What follows belongs to an exercise in optimizing a design on an open flow for small area; a production flow would make more cautious choices. Function was checked by simulation only, so behaviour that the tests miss may differ from the original. Power and IR drop assume default switching activity.

==> 04-22: inputs <==
Design arf_top, start of the top module:
module arf_top
#(
   parameter int NUM_SPEC = rename_pkg::SPEC_DEPTH
)
(
   input  logic                clk,
   input  logic                reset,
   input  arf_pkg::reg_idx_t            rs1,
   input  arf_pkg::reg_idx_t            rs2,
   output arf_pkg::data_t               rs1_data,
   output arf_pkg::data_t               rs2_data,
   output rename_pkg::rename_tag_t         rs1_tag,
   output rename_pkg::rename_tag_t         rs2_tag,
   output logic                rs1_busy,
   output logic                rs2_busy,
   input  logic                disp_we,
   input  arf_pkg::reg_idx_t            disp_reg,
   input  rename_pkg::rename_tag_t         disp_tag,
   input  logic [NUM_SPEC-1:0] disp_freeze,
   input  logic                com_we,
   input  arf_pkg::reg_idx_t            com_reg,
   input  arf_pkg::data_t               com_data,
   input  rename_pkg::rename_tag_t         com_tag,
   input  logic                br_success,
   input  logic                br_miss,
   input  logic [NUM_SPEC-1:0] br_spectag
);
==> flow/config.mk <==
export PLATFORM = sky130hd
export DESIGN_NAME = arf_top
export DESIGN_NICKNAME = arf_top
export VERILOG_FILES = /design/flow/design.v
export SDC_FILE = /design/flow/constraint.sdc
export NUM_CORES = 4
export LEC_CHECK = 0
export CAP_MARGIN = 20
export CORE_MARGIN = 2
export CORE_UTILIZATION = 40
export SLEW_MARGIN = 20
export SYNTH_HIERARCHICAL = 1
export SYNTH_MINIMUM_KEEP_SIZE = 0
==> flow/constraint.sdc <==
create_clock -name core_clock -period 6.5 [get_ports {clk}]
set_input_delay 1.3000 -clock core_clock [delete_from_list [all_inputs] [get_ports {clk}]]
set_output_delay 1.3000 -clock core_clock [all_outputs]
set_load 0.01 [all_outputs]
standard.sh (not shown) runs the stock make flow with config.mk's settings and CLKGATE_MAP_FILE= SYNTH_SCRIPT=/design/flow/synth_recipe.tcl, a recipe that flattens the netlist after the stock synthesis.
==> flow/flow/run.sh <==
#!/bin/bash
# Standard ORFS layout (the standard.sh) with two layout-method changes:
#  - clock tree: larger sink clusters and no dummy balancing loads
#  - port buffers: smallest buffer cell instead of clkdlybuf4s50_1
set -euo pipefail
bash standard.sh \
  "CTS_ARGS=-sink_clustering_enable -repair_clock_nets -dont_use_dummy_load -sink_clustering_size 25 -sink_clustering_max_diameter 80" \
  "BUFFER_PORTS_ARGS=-buffer_cell sky130_fd_sc_hd__buf_2" \
  finish > standard_flow.log 2>&1
==> 12-08 (differences from 04-22) <==
==> flow/run.sh (new file) <==
#!/bin/bash
# synth_recipe.tcl (not shown) runs the flow's synth.tcl, then flattens the netlist and writes it again
# the make line also repeats each setting of config.mk as NAME=value (left out here)
make -C /OpenROAD-flow-scripts/flow DESIGN_CONFIG=/design/flow/config.mk WORK_HOME=/design/flow/orfs CLKGATE_MAP_FILE= SYNTH_SCRIPT=/design/flow/synth_recipe.tcl finish
--- a/flow/config.mk
+++ b/flow/config.mk
@@ -9,4 +9,6 @@
 export CORE_MARGIN = 2
 export CORE_UTILIZATION = 40
+export CTS_CLUSTER_DIAMETER = 80
+export CTS_CLUSTER_SIZE = 25
 export SLEW_MARGIN = 20
 export SYNTH_HIERARCHICAL = 1
removed: flow/flow/run.sh
removed: flow/standard.sh
==> 10-17 (differences from 04-22) <==
--- a/flow/config.mk
+++ b/flow/config.mk
@@ -9,4 +9,5 @@
 export CORE_MARGIN = 2
 export CORE_UTILIZATION = 40
+export PLACE_DENSITY = 0.75
 export SLEW_MARGIN = 20
 export SYNTH_HIERARCHICAL = 1
==> run notes <==
outcome complete, no violations; clock-net power 8.02 mW; final-layout fill cell count 21.23k; vias per cell 8.142; Internal Power 21.92 mW; Logic power comb 2.90 mW
# the run above: 04-22

==> run notes <==
clock-net power 9.01 mW; Logic power comb 3.02 mW; vias per cell 7.973; total power 30.74 mW; Internal Power 22.59 mW; critical path arrival 5140 ps; final-layout fill cell count 20.92k; outcome complete, no violations
# the run above: 12-08

==> run notes <==
outcome complete, no violations; Routed Antenna Nets 0; Top reg by flops tbl; vias per cell 8.222; final hold slack 711.9 ps
# the run above: 10-17



==> run R <==
arf_top, a different RTL version from the one above (not shown whole).
clock: 6.5 ns
lec_check: 0
cap_margin: 40
core_margin: 2
core_utilization: 30
slew_margin: 50
run.sh (not shown) runs the stock make flow with config.mk's settings and CLKGATE_MAP_FILE= SYNTH_SCRIPT=/design/flow/synth_recipe.tcl, a recipe that flattens the netlist after the stock synthesis.
Stock flow here: none of the scripts above is used.
==> run H: changes against run R <==
--- a/flow/config.mk
+++ b/flow/config.mk
@@ -7,5 +7,7 @@
 export LEC_CHECK = 0
-export CAP_MARGIN = 40
+export CAP_MARGIN = 20
 export CORE_MARGIN = 2
-export CORE_UTILIZATION = 30
-export SLEW_MARGIN = 50
+export CORE_UTILIZATION = 55
+export CTS_BUF_LIST = sky130_fd_sc_hd__clkbuf_4
+export GPL_TIMING_DRIVEN = 0
+export SLEW_MARGIN = 20
==> reports/qor.yml <==
chipWidth_um: 440
globalRouteTotalUtil: 0.823
grt.met2_usage: 0.894
placed_area_mm2: 0.114
lastStage: "5_1_grt"
tool.error: "[ERROR GRT-0116] Global routing finished with congestion. Check the congestion regions in the DRC Viewer."
start_util: 0.552
post-place-ws_ns: -2.10
place_congestion: 1.37
status: "aborted with a tool error"
grt-ovfl-total: 55
(the above is from run H)
==> reports/qor.yml <==
status: "timing/DRC/antenna clean"
chipWidth_um: 595
grt-ovfl-total: 0
post-place-ws_ns: 0.0341
start_util: 0.302
placed_area_mm2: 0.127
grt.met2_usage: 0.699
(the above is from run R)

-- afterwards: timing with drivers on the ports --
No port has a modelled driver above. Below, the same layouts with a new extraction and two added sets of constraints. Step 1 assumes that a clkbuf_16 drives the clock port and a buf_2 every other input. Step 2 adds t to the input delays and takes it off the output delays; t is the mean of the earliest and latest rising clock arrival at the registers after step 1. Input paths then give back, and output paths get back, about the clock's delay inside the block. a / b / c = ideal / step 1 / step 2; a / b = the first two.
run	t, ns	slack for setup (ns)	worst slew at a driven data input, ns	pins driven straight from the clock port
04-22	0.914	0.234 / 0.187 / -0.181	0.28	1
12-08	0.927	0.061 / 0.026 / -0.347	0.27	1
10-17	0.894	0.292 / 0.101 / -0.616	0.24	1
run R	1.063	0.089 / 0.057 / -0.403	0.19	1
With both steps, setup timing fails in every run listed, where it was met with ideal ports. For 10-17, which loses most, drivers alone change the setup slack by -0.191 ns; drivers and shift together by -0.908 ns.
